Context: an optimization exercise on an open-source flow, tuned for small area. The choices shown serve that exercise and are no tape-out recipe. In this exercise RTL edits were held to simulation tests only and were not proved equivalent to the original.

==> build 35: inputs <==
==> flow/design.v (excerpt) <==
module mod_reduce_top (
  input  logic         clk,
  input  logic         rst,
  input  logic [199:0] operand,
  input  logic         operand_valid,
  output logic [10:0]  residue_a,
  output logic [10:0]  residue_b,
  output logic         residue_valid,
  output logic [19:0]  result,
  output logic         result_valid
);
  logic l1_s0;
  logic l1_c1;
  logic l1_s2;
  logic l1_c3;
  logic l1_s4;
  logic l1_c5;
  logic l1_s6;
  logic l1_c7;
  logic l1_s8;
  logic l1_c9;
  logic l1_s10;
  logic l1_c11;
  logic l1_s12;
  logic l1_c13;
  logic l1_s14;
  logic l1_c15;
  logic l1_s16;
  logic l1_c17;
  logic l1_s18;
  logic l1_c19;
  logic l1_s20;
  logic l1_c21;
  logic l1_s22;
  logic l1_c23;
  logic l1_s24;
  logic l1_c25;
  logic l1_s26;
  logic l1_c27;
  logic l1_s28;
  logic l1_c29;
  logic l1_s30;
  logic l1_c31;
  logic l1_s32;
  logic l1_c33;
  logic l1_s34;
  logic l1_c35;
  logic l1_s36;
  logic l1_c37;
  logic l1_s38;
  logic l1_c39;
  logic l1_s40;
  logic l1_c41;
  logic l1_s42;
  logic l1_c43;
  logic l1_s44;
  logic l1_c45;
  logic l1_s46;
  logic l1_c47;
  ...
clock: 9.0 ns
lec_check: 0
cap_margin: 20
core_margin: 2
core_utilization: 65
cts_buf_list: sky130_fd_sc_hd__clkbuf_8
cts_cluster_size: 20
gpl_timing_driven: 0
slew_margin: 20
synth_hierarchical: 1
standard.sh (not shown) runs the stock make flow with config.mk's settings and CLKGATE_MAP_FILE= SYNTH_SCRIPT=/design/flow/synth_recipe.tcl, a recipe that flattens the netlist after the stock synthesis.
==> flow/flow/run.sh <==
#!/bin/bash
# Standard layout, with plain buf_1 cells as the input and output port buffers.
set -euo pipefail
export BUFFER_PORTS_ARGS="-buffer_cell sky130_fd_sc_hd__buf_1"
bash standard.sh > standard_flow.log 2>&1
==> inputs of build 17, as changes to build 35 <==
==> flow/run.sh (new file) <==
#!/bin/bash
# synth_recipe.tcl (not shown) runs the flow's synth.tcl, then flattens the netlist and writes it again
# the make line also repeats each setting of config.mk as NAME=value (left out here)
make -C /OpenROAD-flow-scripts/flow DESIGN_CONFIG=/design/flow/config.mk WORK_HOME=/design/flow/orfs CLKGATE_MAP_FILE= SYNTH_SCRIPT=/design/flow/synth_recipe.tcl finish
--- a/flow/config.mk
+++ b/flow/config.mk
@@ -8,8 +8,6 @@
 export CAP_MARGIN = 20
 export CORE_MARGIN = 2
 export CORE_UTILIZATION = 65
-export CTS_BUF_LIST = sky130_fd_sc_hd__clkbuf_8
-export CTS_CLUSTER_SIZE = 20
 export GPL_TIMING_DRIVEN = 0
 export SLEW_MARGIN = 20
 export SYNTH_HIERARCHICAL = 1
removed: flow/flow/run.sh
removed: flow/standard.sh
==> results.txt <==
| metric | build 35 | build 17 |
|---|---|---|
| Layout cells sized above 1 | 1.99% | 2.24% |
| Highest achievable clock rate | 116 MHz | 113 MHz |
| Detailed-routed wire length on met3 | 6410 µm | 6780 µm |
| Last weighted congestion value of the routability-driven placer | 1.09 | 1.07 |
| Via/cell ratio | 5.99 | 6.16 |
| Run status | timing/DRC/antenna clean | timing/DRC/antenna clean |
| Post-Place Setup Slack | -0.304 ns | -0.656 ns |
| WL final | 67900 µm | 72200 µm |
| Wire length of the first global-routing pass | 104000 µm | 108000 µm |
| Setup skew after layout | 0.0284 ns | 0.0111 ns |
| First-iteration detailed-routing DRC count | 873 | 1040 |
| Largest stage delay, worst path | 0.52 ns | 0.80 ns |
| Area share of buffers outside the clock network | 3.62% | 9.17% |
| Number of global-route vias before repair | 17200 | 17900 |
| Routed length on met1 | 23400 µm | 24400 µm |
| Detail Placement HPWL | 63000 µm | 66200 µm |
| Reg2reg setup slack | 0.50 ns | 0.34 ns |
| Crit Reg-Reg Endpoint | ra_q[9]$_DFF_P_ | t_q[9]$_DFF_P_ |
| Worst reg2reg startpoint | s1_q[20]$_DFF_P_ | ra_q[0]$_DFF_P_ |
| Via count | 14600 | 15000 |
| Clock transition at the registers of the reported paths | 0.10 ns | 0.07 ns |
| Post-synthesis to final-layout area growth | 7.39% | 14.6% |
| Number of antenna repair diodes | 1 | 0 |
| Worst reg-to-reg path cell count | 25 | 35 |

---

==> 04-07 <==
mod_reduce_top, a different RTL version from the one above (not shown whole).
clock: 9.0 ns
lec_check: 0
cap_margin: 20
core_margin: 2
core_utilization: 65
gpl_timing_driven: 0
slew_margin: 20
synth_hierarchical: 1
==> flow/flow/run.sh <==
#!/bin/bash
# Standard layout, with plain buf_1 cells as the input and output port buffers.
set -euo pipefail
export BUFFER_PORTS_ARGS="-buffer_cell sky130_fd_sc_hd__buf_1"
bash standard.sh > standard_flow.log 2>&1
==> inputs of 02-12, as changes to 04-07 <==
--- a/flow/design.v
+++ b/flow/design.v
@@ -351,16 +351,16 @@
   logic l1_c300;
   logic l1_s301;
   logic l1_c302;
   logic l1_n303;
   logic l1_s304;
   logic l1_c305;
   logic l1_n306;
-  logic l1_hs307;
-  logic l1_hc308;
+  logic l1_s307;
+  logic l1_c308;
   logic l1_s309;
   logic l1_c310;
   logic l1_s311;
   logic l1_c312;
   logic l1_s313;
   logic l1_c314;
   logic l1_s315;
@@ -411,16 +411,16 @@
   logic l1_n360;
   logic l1_s361;
   logic l1_c362;
   logic l1_n363;
   logic l1_s364;
   logic l1_c365;
   logic l1_n366;
-  logic l1_hs367;
-  logic l1_hc368;
+  logic l1_s367;
+  logic l1_c368;
   logic l1_s369;
   logic l1_c370;
   logic l1_s371;
   logic l1_c372;
   logic l1_s373;
   logic l1_c374;
   logic l1_s375;
@@ -577,16 +577,16 @@
   logic l1_c526;
   logic l1_s527;
   logic l1_c528;
   logic l1_n529;
   logic l1_s530;
   logic l1_c531;
   logic l1_n532;
-  logic l1_hs533;
-  logic l1_hc534;
+  logic l1_s533;
+  logic l1_c534;
   logic l1_s535;
   logic l1_c536;
   logic l1_s537;
   logic l1_c538;
   logic l1_s539;
   logic l1_c540;
   logic l1_s541;
@@ -748,16 +748,16 @@
   logic l1_c697;
   logic l1_s698;
   logic l1_c699;
   logic l1_n700;
   logic l1_s701;
   logic l1_c702;
   logic l1_n703;
-  logic l1_hs704;
-  logic l1_hc705;
+  logic l1_s704;
+  logic l1_c705;
   logic l1_s706;
   logic l1_c707;
   logic l1_s708;
   logic l1_c709;
   logic l1_s710;
   logic l1_c711;
   logic l1_s712;
@@ -1038,16 +1038,16 @@
   logic l1_c987;
   logic l1_s988;
   logic l1_c989;
   logic l1_n990;
   logic l1_s991;
   logic l1_c992;
   logic l1_n993;
-  logic l1_hs994;
-  logic l1_hc995;
+  logic l1_s994;
+  logic l1_c995;
   logic l1_s996;
   logic l1_c997;
   logic l1_s998;
   logic l1_c999;
   logic l1_s1000;
   logic l1_c1001;
   logic l1_s1002;
@@ -1086,16 +1086,16 @@
   logic l1_n1035;
   logic l1_s1036;
   logic l1_c1037;
   logic l1_n1038;
   logic l1_s1039;
   logic l1_c1040;
   logic l1_n1041;
-  logic l1_hs1042;
-  logic l1_hc1043;
+  logic l1_s1042;
+  logic l1_c1043;
   logic l1_s1044;
   logic l1_c1045;
   logic l1_s1046;
   logic l1_c1047;
   logic l1_s1048;
   logic l1_c1049;
   logic l1_s1050;
@@ -1163,16 +1163,16 @@
   logic l1_s1112;
   logic l1_c1113;
   logic l1_s1114;
   logic l1_c1115;
   logic l1_n1116;
   logic l1_s1117;
   logic l1_c1118;
-  logic l1_hs1119;
-  logic l1_hc1120;
+  logic l1_s1119;
+  logic l1_c1120;
   logic l1_s1121;
   logic l1_c1122;
   logic l1_s1123;
   logic l1_c1124;
   logic l1_s1125;
   logic l1_c1126;
   logic l1_n1127;
@@ -1195,16 +1195,16 @@
   logic l1_c1144;
   logic l1_s1145;
   logic l1_c1146;
   logic l1_n1147;
   logic l1_s1148;
   logic l1_c1149;
   logic l1_n1150;
-  logic l1_hs1151;
-  logic l1_hc1152;
+  logic l1_s1151;
+  logic l1_c1152;
   logic l1_n1153;
   logic l1_s1154;
   logic l1_c1155;
   logic l1_s1156;
   logic l1_c1157;
   logic l1_n1158;
   logic l1_s1159;
@@ -2094,30 +2094,30 @@
   full_adder u_l1_s293 (.a(l1_c260), .b(l1_c262), .c(l1_s285), .s(l1_s293), .co(l1_c294));
   full_adder u_l1_s295 (.a(l1_s283), .b(l1_s289), .c(l1_c266), .s(l1_s295), .co(l1_c296));
   full_adder u_l1_s297 (.a(l1_s287), .b(l1_c268), .c(l1_s293), .s(l1_s297), .co(l1_c298));
   full_adder u_l1_s299 (.a(l1_s291), .b(l1_c270), .c(l1_s295), .s(l1_s299), .co(l1_c300));
   full_adder u_l1_s301 (.a(l1_c272), .b(l1_s297), .c(l1_c276), .s(l1_s301), .co(l1_c302));
   assign l1_n303 = ~l1_s301;
   full_adder u_l1_s304 (.a(l1_c274), .b(l1_s299), .c(l1_n303), .s(l1_s304), .co(l1_c305));
-  assign l1_n306 = ~l1_c279;
-  half_adder u_l1_hs307 (.a(l1_n306), .b(l1_s304), .s(l1_hs307), .co(l1_hc308));
+  assign l1_n306 = ~l1_s304;
+  full_adder u_l1_s307 (.a(l1_c279), .b(l1_n306), .c(l1_c282), .s(l1_s307), .co(l1_c308));
   full_adder u_l1_s309 (.a(operand[53]), .b(operand[67]), .c(operand[70]), .s(l1_s309), .co(l1_c310));
   full_adder u_l1_s311 (.a(operand[12]), .b(operand[63]), .c(operand[113]), .s(l1_s311), .co(l1_c312));
   full_adder u_l1_s313 (.a(operand[82]), .b(operand[106]), .c(operand[117]), .s(l1_s313), .co(l1_c314));
   full_adder u_l1_s315 (.a(operand[122]), .b(operand[127]), .c(operand[154]), .s(l1_s315), .co(l1_c316));
   full_adder u_l1_s317 (.a(operand[175]), .b(operand[190]), .c(l1_c286), .s(l1_s317), .co(l1_c318));
   full_adder u_l1_s319 (.a(operand[193]), .b(l1_c284), .c(l1_c290), .s(l1_s319), .co(l1_c320));
   full_adder u_l1_s321 (.a(l1_c288), .b(l1_s309), .c(l1_s313), .s(l1_s321), .co(l1_c322));
   full_adder u_l1_s323 (.a(l1_s311), .b(l1_s315), .c(l1_c292), .s(l1_s323), .co(l1_c324));
   full_adder u_l1_s325 (.a(l1_c294), .b(l1_s317), .c(l1_s321), .s(l1_s325), .co(l1_c326));
   full_adder u_l1_s327 (.a(l1_s319), .b(l1_c296), .c(l1_s323), .s(l1_s327), .co(l1_c328));
   full_adder u_l1_s329 (.a(l1_c298), .b(l1_s325), .c(l1_c302), .s(l1_s329), .co(l1_c330));
   full_adder u_l1_s331 (.a(l1_c300), .b(l1_s327), .c(l1_c305), .s(l1_s331), .co(l1_c332));
-  assign l1_n333 = ~l1_s329;
-  full_adder u_l1_s334 (.a(l1_n333), .b(l1_hc308), .c(l1_s331), .s(l1_s334), .co(l1_c335));
+  assign l1_n333 = ~l1_s331;
+  full_adder u_l1_s334 (.a(l1_s329), .b(l1_n333), .c(l1_c308), .s(l1_s334), .co(l1_c335));
   full_adder u_l1_s336 (.a(operand[48]), .b(operand[53]), .c(operand[54]), .s(l1_s336), .co(l1_c337));
   full_adder u_l1_s338 (.a(operand[68]), .b(operand[71]), .c(operand[83]), .s(l1_s338), .co(l1_c339));
   full_adder u_l1_s340 (.a(operand[13]), .b(operand[64]), .c(operand[114]), .s(l1_s340), .co(l1_c341));
   full_adder u_l1_s342 (.a(operand[107]), .b(operand[118]), .c(operand[176]), .s(l1_s342), .co(l1_c343));
   full_adder u_l1_s344 (.a(operand[123]), .b(operand[128]), .c(operand[155]), .s(l1_s344), .co(l1_c345));
   full_adder u_l1_s346 (.a(operand[191]), .b(operand[197]), .c(l1_c310), .s(l1_s346), .co(l1_c347));
   full_adder u_l1_s348 (.a(operand[194]), .b(l1_c312), .c(l1_c316), .s(l1_s348), .co(l1_c349));
@@ -2126,16 +2126,16 @@
   full_adder u_l1_s354 (.a(l1_s342), .b(l1_c318), .c(l1_c322), .s(l1_s354), .co(l1_c355));
   full_adder u_l1_s356 (.a(l1_s348), .b(l1_c324), .c(l1_s352), .s(l1_s356), .co(l1_c357));
   full_adder u_l1_s358 (.a(l1_s346), .b(l1_s350), .c(l1_c326), .s(l1_s358), .co(l1_c359));
   assign l1_n360 = ~l1_s354;
   full_adder u_l1_s361 (.a(l1_n360), .b(l1_c328), .c(l1_s356), .s(l1_s361), .co(l1_c362));
   assign l1_n363 = ~l1_s361;
   full_adder u_l1_s364 (.a(l1_s358), .b(l1_n363), .c(l1_c330), .s(l1_s364), .co(l1_c365));
-  assign l1_n366 = ~l1_s364;
-  half_adder u_l1_hs367 (.a(l1_c332), .b(l1_n366), .s(l1_hs367), .co(l1_hc368));
+  assign l1_n366 = ~l1_c332;
+  full_adder u_l1_s367 (.a(l1_n366), .b(l1_s364), .c(l1_c335), .s(l1_s367), .co(l1_c368));
   full_adder u_l1_s369 (.a(operand[49]), .b(operand[54]), .c(operand[55]), .s(l1_s369), .co(l1_c370));
   full_adder u_l1_s371 (.a(operand[69]), .b(operand[72]), .c(operand[84]), .s(l1_s371), .co(l1_c372));
   full_adder u_l1_s373 (.a(operand[14]), .b(operand[65]), .c(operand[124]), .s(l1_s373), .co(l1_c374));
   full_adder u_l1_s375 (.a(operand[108]), .b(operand[119]), .c(operand[153]), .s(l1_s375), .co(l1_c376));
   full_adder u_l1_s377 (.a(operand[129]), .b(operand[156]), .c(operand[195]), .s(l1_s377), .co(l1_c378));
   full_adder u_l1_s379 (.a(operand[163]), .b(operand[177]), .c(operand[192]), .s(l1_s379), .co(l1_c380));
   full_adder u_l1_s381 (.a(operand[198]), .b(l1_c337), .c(l1_c339), .s(l1_s381), .co(l1_c382));
@@ -2212,16 +2212,16 @@
   full_adder u_l1_s519 (.a(l1_s501), .b(l1_s509), .c(l1_c484), .s(l1_s519), .co(l1_c520));
   full_adder u_l1_s521 (.a(l1_c486), .b(l1_s511), .c(l1_s515), .s(l1_s521), .co(l1_c522));
   full_adder u_l1_s523 (.a(l1_s513), .b(l1_c490), .c(l1_s519), .s(l1_s523), .co(l1_c524));
   full_adder u_l1_s525 (.a(l1_c488), .b(l1_s517), .c(l1_c492), .s(l1_s525), .co(l1_c526));
   full_adder u_l1_s527 (.a(l1_s521), .b(l1_c494), .c(l1_s525), .s(l1_s527), .co(l1_c528));
   assign l1_n529 = ~l1_s523;
   full_adder u_l1_s530 (.a(l1_n529), .b(l1_s527), .c(l1_c496), .s(l1_s530), .co(l1_c531));
-  assign l1_n532 = ~l1_s530;
-  half_adder u_l1_hs533 (.a(l1_n532), .b(l1_c498), .s(l1_hs533), .co(l1_hc534));
+  assign l1_n532 = ~l1_c498;
+  full_adder u_l1_s533 (.a(l1_s530), .b(l1_n532), .c(l1_c500), .s(l1_s533), .co(l1_c534));
   full_adder u_l1_s535 (.a(operand[19]), .b(operand[70]), .c(operand[71]), .s(l1_s535), .co(l1_c536));
   full_adder u_l1_s537 (.a(operand[59]), .b(operand[60]), .c(operand[63]), .s(l1_s537), .co(l1_c538));
   full_adder u_l1_s539 (.a(operand[77]), .b(operand[89]), .c(operand[92]), .s(l1_s539), .co(l1_c540));
   full_adder u_l1_s541 (.a(operand[113]), .b(operand[124]), .c(operand[158]), .s(l1_s541), .co(l1_c542));
   full_adder u_l1_s543 (.a(operand[129]), .b(operand[134]), .c(operand[165]), .s(l1_s543), .co(l1_c544));
   full_adder u_l1_s545 (.a(operand[168]), .b(l1_c504), .c(l1_c506), .s(l1_s545), .co(l1_c546));
   full_adder u_l1_s547 (.a(operand[184]), .b(l1_c502), .c(l1_c510), .s(l1_s547), .co(l1_c548));
@@ -2230,16 +2230,16 @@
   full_adder u_l1_s553 (.a(l1_s541), .b(l1_c512), .c(l1_c516), .s(l1_s553), .co(l1_c554));
   full_adder u_l1_s555 (.a(l1_s545), .b(l1_s549), .c(l1_c518), .s(l1_s555), .co(l1_c556));
   full_adder u_l1_s557 (.a(l1_s547), .b(l1_c520), .c(l1_s551), .s(l1_s557), .co(l1_c558));
   full_adder u_l1_s559 (.a(l1_c522), .b(l1_s553), .c(l1_s555), .s(l1_s559), .co(l1_c560));
   full_adder u_l1_s561 (.a(l1_c526), .b(l1_s559), .c(l1_c528), .s(l1_s561), .co(l1_c562));
   assign l1_n563 = ~l1_s561;
   full_adder u_l1_s564 (.a(l1_c524), .b(l1_s557), .c(l1_n563), .s(l1_s564), .co(l1_c565));
-  assign l1_n566 = ~l1_c531;
-  full_adder u_l1_s567 (.a(l1_n566), .b(l1_hc534), .c(l1_s564), .s(l1_s567), .co(l1_c568));
+  assign l1_n566 = ~l1_s564;
+  full_adder u_l1_s567 (.a(l1_c531), .b(l1_n566), .c(l1_c534), .s(l1_s567), .co(l1_c568));
   full_adder u_l1_s569 (.a(operand[60]), .b(operand[64]), .c(operand[78]), .s(l1_s569), .co(l1_c570));
   full_adder u_l1_s571 (.a(operand[90]), .b(operand[93]), .c(operand[114]), .s(l1_s571), .co(l1_c572));
   full_adder u_l1_s573 (.a(operand[71]), .b(operand[72]), .c(operand[130]), .s(l1_s573), .co(l1_c574));
   full_adder u_l1_s575 (.a(operand[125]), .b(operand[169]), .c(operand[20]), .s(l1_s575), .co(l1_c576));
   full_adder u_l1_s577 (.a(operand[135]), .b(operand[166]), .c(operand[185]), .s(l1_s577), .co(l1_c578));
   full_adder u_l1_s579 (.a(l1_c538), .b(l1_c540), .c(l1_c542), .s(l1_s579), .co(l1_c580));
   full_adder u_l1_s581 (.a(l1_c536), .b(l1_c544), .c(l1_s573), .s(l1_s581), .co(l1_c582));
@@ -2304,15 +2304,15 @@
   full_adder u_l1_s692 (.a(l1_c661), .b(l1_s680), .c(l1_s684), .s(l1_s692), .co(l1_c693));
   full_adder u_l1_s694 (.a(l1_c665), .b(l1_s688), .c(l1_s692), .s(l1_s694), .co(l1_c695));
   full_adder u_l1_s696 (.a(l1_c663), .b(l1_s690), .c(l1_c669), .s(l1_s696), .co(l1_c697));
   full_adder u_l1_s698 (.a(l1_c667), .b(l1_s694), .c(l1_c671), .s(l1_s698), .co(l1_c699));
   assign l1_n700 = ~l1_s698;
   full_adder u_l1_s701 (.a(l1_s696), .b(l1_c673), .c(l1_n700), .s(l1_s701), .co(l1_c702));
   assign l1_n703 = ~l1_s701;
-  half_adder u_l1_hs704 (.a(l1_c676), .b(l1_n703), .s(l1_hs704), .co(l1_hc705));
+  full_adder u_l1_s704 (.a(l1_c676), .b(l1_n703), .c(l1_c679), .s(l1_s704), .co(l1_c705));
   full_adder u_l1_s706 (.a(operand[49]), .b(operand[69]), .c(operand[83]), .s(l1_s706), .co(l1_c707));
   full_adder u_l1_s708 (.a(operand[76]), .b(operand[77]), .c(operand[103]), .s(l1_s708), .co(l1_c709));
   full_adder u_l1_s710 (.a(operand[107]), .b(operand[130]), .c(operand[174]), .s(l1_s710), .co(l1_c711));
   full_adder u_l1_s712 (.a(operand[135]), .b(operand[140]), .c(operand[171]), .s(l1_s712), .co(l1_c713));
   full_adder u_l1_s714 (.a(operand[190]), .b(l1_c681), .c(l1_c685), .s(l1_s714), .co(l1_c715));
   full_adder u_l1_s716 (.a(operand[25]), .b(l1_c683), .c(l1_c687), .s(l1_s716), .co(l1_c717));
   full_adder u_l1_s718 (.a(l1_s708), .b(l1_s712), .c(l1_c689), .s(l1_s718), .co(l1_c719));
@@ -2455,15 +2455,15 @@
   full_adder u_l1_s982 (.a(l1_c952), .b(l1_s972), .c(l1_s976), .s(l1_s982), .co(l1_c983));
   full_adder u_l1_s984 (.a(l1_s978), .b(l1_c958), .c(l1_s980), .s(l1_s984), .co(l1_c985));
   full_adder u_l1_s986 (.a(l1_c956), .b(l1_s982), .c(l1_c962), .s(l1_s986), .co(l1_c987));
   full_adder u_l1_s988 (.a(l1_c960), .b(l1_s984), .c(l1_c964), .s(l1_s988), .co(l1_c989));
   assign l1_n990 = ~l1_s986;
   full_adder u_l1_s991 (.a(l1_n990), .b(l1_s988), .c(l1_c966), .s(l1_s991), .co(l1_c992));
   assign l1_n993 = ~l1_c968;
-  half_adder u_l1_hs994 (.a(l1_s991), .b(l1_n993), .s(l1_hs994), .co(l1_hc995));
+  full_adder u_l1_s994 (.a(l1_s991), .b(l1_n993), .c(l1_c971), .s(l1_s994), .co(l1_c995));
   full_adder u_l1_s996 (.a(operand[36]), .b(operand[87]), .c(operand[88]), .s(l1_s996), .co(l1_c997));
   full_adder u_l1_s998 (.a(operand[94]), .b(operand[95]), .c(operand[98]), .s(l1_s998), .co(l1_c999));
   full_adder u_l1_s1000 (.a(operand[146]), .b(operand[151]), .c(operand[172]), .s(l1_s1000), .co(l1_c1001));
   full_adder u_l1_s1002 (.a(operand[141]), .b(operand[190]), .c(l1_c973), .s(l1_s1002), .co(l1_c1003));
   full_adder u_l1_s1004 (.a(operand[198]), .b(operand[35]), .c(l1_c975), .s(l1_s1004), .co(l1_c1005));
   full_adder u_l1_s1006 (.a(l1_c979), .b(l1_s996), .c(l1_s1000), .s(l1_s1006), .co(l1_c1007));
   full_adder u_l1_s1008 (.a(l1_c977), .b(l1_s998), .c(l1_c983), .s(l1_s1008), .co(l1_c1009));
@@ -2481,15 +2481,15 @@
   full_adder u_l1_s1031 (.a(l1_s1021), .b(l1_c1003), .c(l1_s1025), .s(l1_s1031), .co(l1_c1032));
   full_adder u_l1_s1033 (.a(l1_c1007), .b(l1_s1027), .c(l1_s1029), .s(l1_s1033), .co(l1_c1034));
   assign l1_n1035 = ~l1_c1011;
   full_adder u_l1_s1036 (.a(l1_c1009), .b(l1_n1035), .c(l1_s1031), .s(l1_s1036), .co(l1_c1037));
   assign l1_n1038 = ~l1_s1033;
   full_adder u_l1_s1039 (.a(l1_n1038), .b(l1_s1036), .c(l1_c1013), .s(l1_s1039), .co(l1_c1040));
   assign l1_n1041 = ~l1_s1039;
-  half_adder u_l1_hs1042 (.a(l1_c1015), .b(l1_n1041), .s(l1_hs1042), .co(l1_hc1043));
+  full_adder u_l1_s1042 (.a(l1_c1015), .b(l1_n1041), .c(l1_c1018), .s(l1_s1042), .co(l1_c1043));
   full_adder u_l1_s1044 (.a(operand[38]), .b(operand[89]), .c(operand[90]), .s(l1_s1044), .co(l1_c1045));
   full_adder u_l1_s1046 (.a(operand[96]), .b(operand[103]), .c(operand[148]), .s(l1_s1046), .co(l1_c1047));
   full_adder u_l1_s1048 (.a(operand[100]), .b(operand[143]), .c(operand[192]), .s(l1_s1048), .co(l1_c1049));
   full_adder u_l1_s1050 (.a(operand[174]), .b(operand[37]), .c(l1_c1020), .s(l1_s1050), .co(l1_c1051));
   full_adder u_l1_s1052 (.a(l1_c1024), .b(l1_s1044), .c(l1_s1046), .s(l1_s1052), .co(l1_c1053));
   full_adder u_l1_s1054 (.a(l1_c1022), .b(l1_s1048), .c(l1_c1026), .s(l1_s1054), .co(l1_c1055));
   full_adder u_l1_s1056 (.a(l1_c1028), .b(l1_s1050), .c(l1_s1052), .s(l1_s1056), .co(l1_c1057));
@@ -2523,43 +2523,43 @@
   full_adder u_l1_s1106 (.a(operand[41]), .b(operand[99]), .c(operand[151]), .s(l1_s1106), .co(l1_c1107));
   full_adder u_l1_s1108 (.a(operand[146]), .b(operand[195]), .c(operand[199]), .s(l1_s1108), .co(l1_c1109));
   full_adder u_l1_s1110 (.a(operand[177]), .b(l1_c1089), .c(l1_s1106), .s(l1_s1110), .co(l1_c1111));
   full_adder u_l1_s1112 (.a(l1_c1093), .b(l1_s1110), .c(l1_c1095), .s(l1_s1112), .co(l1_c1113));
   full_adder u_l1_s1114 (.a(l1_c1091), .b(l1_s1108), .c(l1_c1097), .s(l1_s1114), .co(l1_c1115));
   assign l1_n1116 = ~l1_s1114;
   full_adder u_l1_s1117 (.a(l1_c1099), .b(l1_s1112), .c(l1_n1116), .s(l1_s1117), .co(l1_c1118));
-  half_adder u_l1_hs1119 (.a(l1_c1102), .b(l1_s1117), .s(l1_hs1119), .co(l1_hc1120));
+  full_adder u_l1_s1119 (.a(l1_c1102), .b(l1_s1117), .c(l1_c1105), .s(l1_s1119), .co(l1_c1120));
   full_adder u_l1_s1121 (.a(operand[42]), .b(operand[100]), .c(operand[152]), .s(l1_s1121), .co(l1_c1122));
   full_adder u_l1_s1123 (.a(operand[147]), .b(operand[196]), .c(l1_c1109), .s(l1_s1123), .co(l1_c1124));
   full_adder u_l1_s1125 (.a(operand[178]), .b(l1_c1107), .c(l1_s1121), .s(l1_s1125), .co(l1_c1126));
   assign l1_n1127 = ~l1_s1123;
   full_adder u_l1_s1128 (.a(l1_c1111), .b(l1_n1127), .c(l1_s1125), .s(l1_s1128), .co(l1_c1129));
   assign l1_n1130 = ~l1_c1115;
   full_adder u_l1_s1131 (.a(l1_c1113), .b(l1_s1128), .c(l1_n1130), .s(l1_s1131), .co(l1_c1132));
-  full_adder u_l1_s1133 (.a(l1_c1118), .b(l1_s1131), .c(l1_hc1120), .s(l1_s1133), .co(l1_c1134));
+  full_adder u_l1_s1133 (.a(l1_c1118), .b(l1_s1131), .c(l1_c1120), .s(l1_s1133), .co(l1_c1134));
   full_adder u_l1_s1135 (.a(operand[43]), .b(operand[101]), .c(operand[179]), .s(l1_s1135), .co(l1_c1136));
   full_adder u_l1_s1137 (.a(l1_c1122), .b(l1_s1135), .c(l1_c1126), .s(l1_s1137), .co(l1_c1138));
   assign l1_n1139 = ~l1_s1137;
   full_adder u_l1_s1140 (.a(operand[148]), .b(l1_c1124), .c(l1_n1139), .s(l1_s1140), .co(l1_c1141));
   assign l1_n1142 = ~l1_s1140;
   full_adder u_l1_s1143 (.a(l1_c1129), .b(l1_n1142), .c(l1_c1132), .s(l1_s1143), .co(l1_c1144));
   full_adder u_l1_s1145 (.a(operand[44]), .b(operand[180]), .c(l1_c1136), .s(l1_s1145), .co(l1_c1146));
   assign l1_n1147 = ~operand[149];
   full_adder u_l1_s1148 (.a(l1_n1147), .b(l1_s1145), .c(l1_c1138), .s(l1_s1148), .co(l1_c1149));
   assign l1_n1150 = ~l1_c1141;
-  half_adder u_l1_hs1151 (.a(l1_n1150), .b(l1_s1148), .s(l1_hs1151), .co(l1_hc1152));
+  full_adder u_l1_s1151 (.a(l1_n1150), .b(l1_s1148), .c(l1_c1144), .s(l1_s1151), .co(l1_c1152));
   assign l1_n1153 = ~operand[150];
   full_adder u_l1_s1154 (.a(operand[45]), .b(l1_n1153), .c(l1_c1146), .s(l1_s1154), .co(l1_c1155));
-  full_adder u_l1_s1156 (.a(l1_s1154), .b(l1_c1149), .c(l1_hc1152), .s(l1_s1156), .co(l1_c1157));
+  full_adder u_l1_s1156 (.a(l1_s1154), .b(l1_c1149), .c(l1_c1152), .s(l1_s1156), .co(l1_c1157));
   assign l1_n1158 = ~operand[151];
   full_adder u_l1_s1159 (.a(operand[46]), .b(l1_n1158), .c(l1_c1155), .s(l1_s1159), .co(l1_c1160));
   assign l1_n1161 = ~operand[152];
   half_adder u_l1_hs1162 (.a(operand[47]), .b(l1_n1161), .s(l1_hs1162), .co(l1_hc1163));
-  assign l1_a1164 = {1'b0, l1_hc1163, l1_hs1162, l1_s1159, l1_s1156, l1_hs1151, l1_s1143, l1_s1133, l1_hs1119, l1_s1104, ~l1_s1086, l1_hc1043, l1_hs1042, l1_hc995, l1_hs994, l1_s970, ~l1_s945, ~l1_c899, ~l1_s898, ~l1_s869, ~l1_s837, l1_s811, l1_s782, l1_s755, l1_hc705, l1_hs704, l1_s678, ~l1_s654, ~l1_s629, l1_hs599, l1_s567, l1_hs533, l1_s497, ~l1_s467, ~l1_s434, l1_hc368, l1_hs367, l1_s334, l1_hs307, l1_c256, l1_s255, ~l1_s228, ~l1_s197, l1_s166, l1_s134, l1_s104, ~l1_s74, ~l1_c30, l1_s26, ~l1_s8};
-  assign l1_b1165 = {1'b0, 1'b0, l1_c1160, l1_c1157, 1'b0, l1_c1144, l1_c1134, 1'b0, l1_c1105, ~l1_c1087, 1'b0, ~l1_s1063, l1_c1018, l1_s1017, l1_c971, 1'b0, l1_s947, l1_s925, ~l1_c870, l1_c840, l1_s839, l1_c783, 1'b0, ~l1_c730, ~l1_s729, l1_c679, ~l1_c655, ~l1_c630, 1'b0, l1_c568, 1'b0, ~l1_c500, ~l1_s499, 1'b0, ~l1_c402, ~l1_s401, l1_c335, 1'b0, ~l1_c282, ~l1_s281, ~l1_c229, 1'b0, l1_c167, 1'b0, l1_c105, 1'b0, l1_s76, l1_s52, ~l1_s29, l1_s10};
+  assign l1_a1164 = {1'b0, l1_hc1163, l1_hs1162, l1_s1159, l1_s1156, l1_s1151, l1_s1143, l1_s1133, l1_s1119, l1_s1104, ~l1_s1086, ~l1_s1063, l1_s1042, l1_s1017, l1_s994, l1_s970, ~l1_s945, ~l1_c899, ~l1_s898, ~l1_s869, ~l1_s837, l1_s811, l1_s782, l1_s755, ~l1_s729, l1_s704, l1_s678, ~l1_s654, ~l1_s629, l1_hs599, ~l1_s567, ~l1_s533, l1_s497, ~l1_s467, ~l1_s434, ~l1_s401, ~l1_s367, ~l1_s334, ~l1_s307, l1_c256, l1_s255, ~l1_s228, ~l1_s197, l1_s166, l1_s134, l1_s104, ~l1_s74, ~l1_c30, l1_s26, ~l1_s8};
+  assign l1_b1165 = {1'b0, 1'b0, l1_c1160, l1_c1157, 1'b0, 1'b0, l1_c1134, 1'b0, 1'b0, ~l1_c1087, 1'b0, l1_c1043, 1'b0, l1_c995, 1'b0, 1'b0, l1_s947, l1_s925, ~l1_c870, l1_c840, l1_s839, l1_c783, 1'b0, ~l1_c730, l1_c705, 1'b0, ~l1_c655, ~l1_c630, 1'b0, ~l1_c568, 1'b0, 1'b0, ~l1_s499, 1'b0, ~l1_c402, ~l1_c368, 1'b0, 1'b0, 1'b0, ~l1_s281, ~l1_c229, 1'b0, l1_c167, 1'b0, l1_c105, 1'b0, l1_s76, l1_s52, ~l1_s29, l1_s10};
   logic [49:0] l1_xp, l1_xg;
   assign l1_xp = l1_a1164 ^ l1_b1165;
   assign l1_xg = l1_a1164 & l1_b1165;
   logic l1_xG1; assign l1_xG1 = l1_xg[1] | (l1_xp[1] & l1_xg[0]);
   logic l1_xG2; assign l1_xG2 = l1_xg[3] | (l1_xp[3] & l1_xg[2]);
   logic l1_xP2; assign l1_xP2 = l1_xp[3] & l1_xp[2];
   logic l1_xG3; assign l1_xG3 = l1_xg[5] | (l1_xp[5] & l1_xg[4]);
Settings changed: CTS_BUF_LIST set to sky130_fd_sc_hd__clkbuf_8, CTS_CLUSTER_SIZE set to 20, TNS_END_PERCENT set to 10.
==> notes <==
- Against 04-07, the via count of 02-12 is smaller by about 0.44%.
- In 02-12 the critical path depth is lower than in 04-07, by 2.
- Of 04-07 and 02-12, 04-07 has the higher die area (gap about 0.55%, measured against 02-12).
- Of 02-12 and 04-07, 04-07 has the higher non-clock buffer count (gap 2).
- Against 04-07, the clock skew of 02-12 is higher by 0.0014 ns.
- Between 02-12 and 04-07, the lower synthesized cell count is in 02-12 (gap 1.5%, measured against 04-07).
- In 02-12 the wire length is larger than in 04-07, by about 0.28%.
- Between 04-07 and 02-12, the lower hold slack is in 04-07 (gap 0.014 ns).
- 04-07 completed with no timing, DRC or antenna violations. 02-12 completed without violations.

static timing again, ports no longer ideal:
How much do the figures lean on ideal ports? The routed layouts below were timed once more, with nothing changed but the port constraints. Step 1: set_driving_cell puts a clkbuf_16 on clk and a buf_2 on each other input, an assumption about the parent block. Step 2, shift: input delay + t, output delay - t, t = (earliest + latest rising clock arrival at the registers) / 2. This alone moves slack from input paths to output paths. a / b / c = no drivers / after step 1 / after step 2; a / b = the first two.
run | t, ns | setup slack, ns | latest minus earliest clock arrival (ns) | worst register clock-pin slew, ns | pins driven straight from the clock port
build 35 | 0.452 | 0.349 / 0.371 / -0.081 | 0.029 / 0.029 | 0.12 / 0.12 | 1
build 17 | 0.407 | 0.131 / 0.145 / -0.263 | 0.012 / 0.011 | 0.07 / 0.07 | 1
04-07 | 0.409 | 0.305 / 0.305 / 0.305 | 0.017 / 0.017 | 0.08 / 0.08 | 1
02-12 | 0.434 | 0.283 / 0.295 / -0.139 | 0.018 / 0.018 | 0.11 / 0.11 | 1
Met with ideal ports but missed after step 2: setup timing in build 35, build 17 and 02-12. For build 35, which loses most, drivers alone change the setup slack by +0.022 ns; drivers and shift together by -0.430 ns.
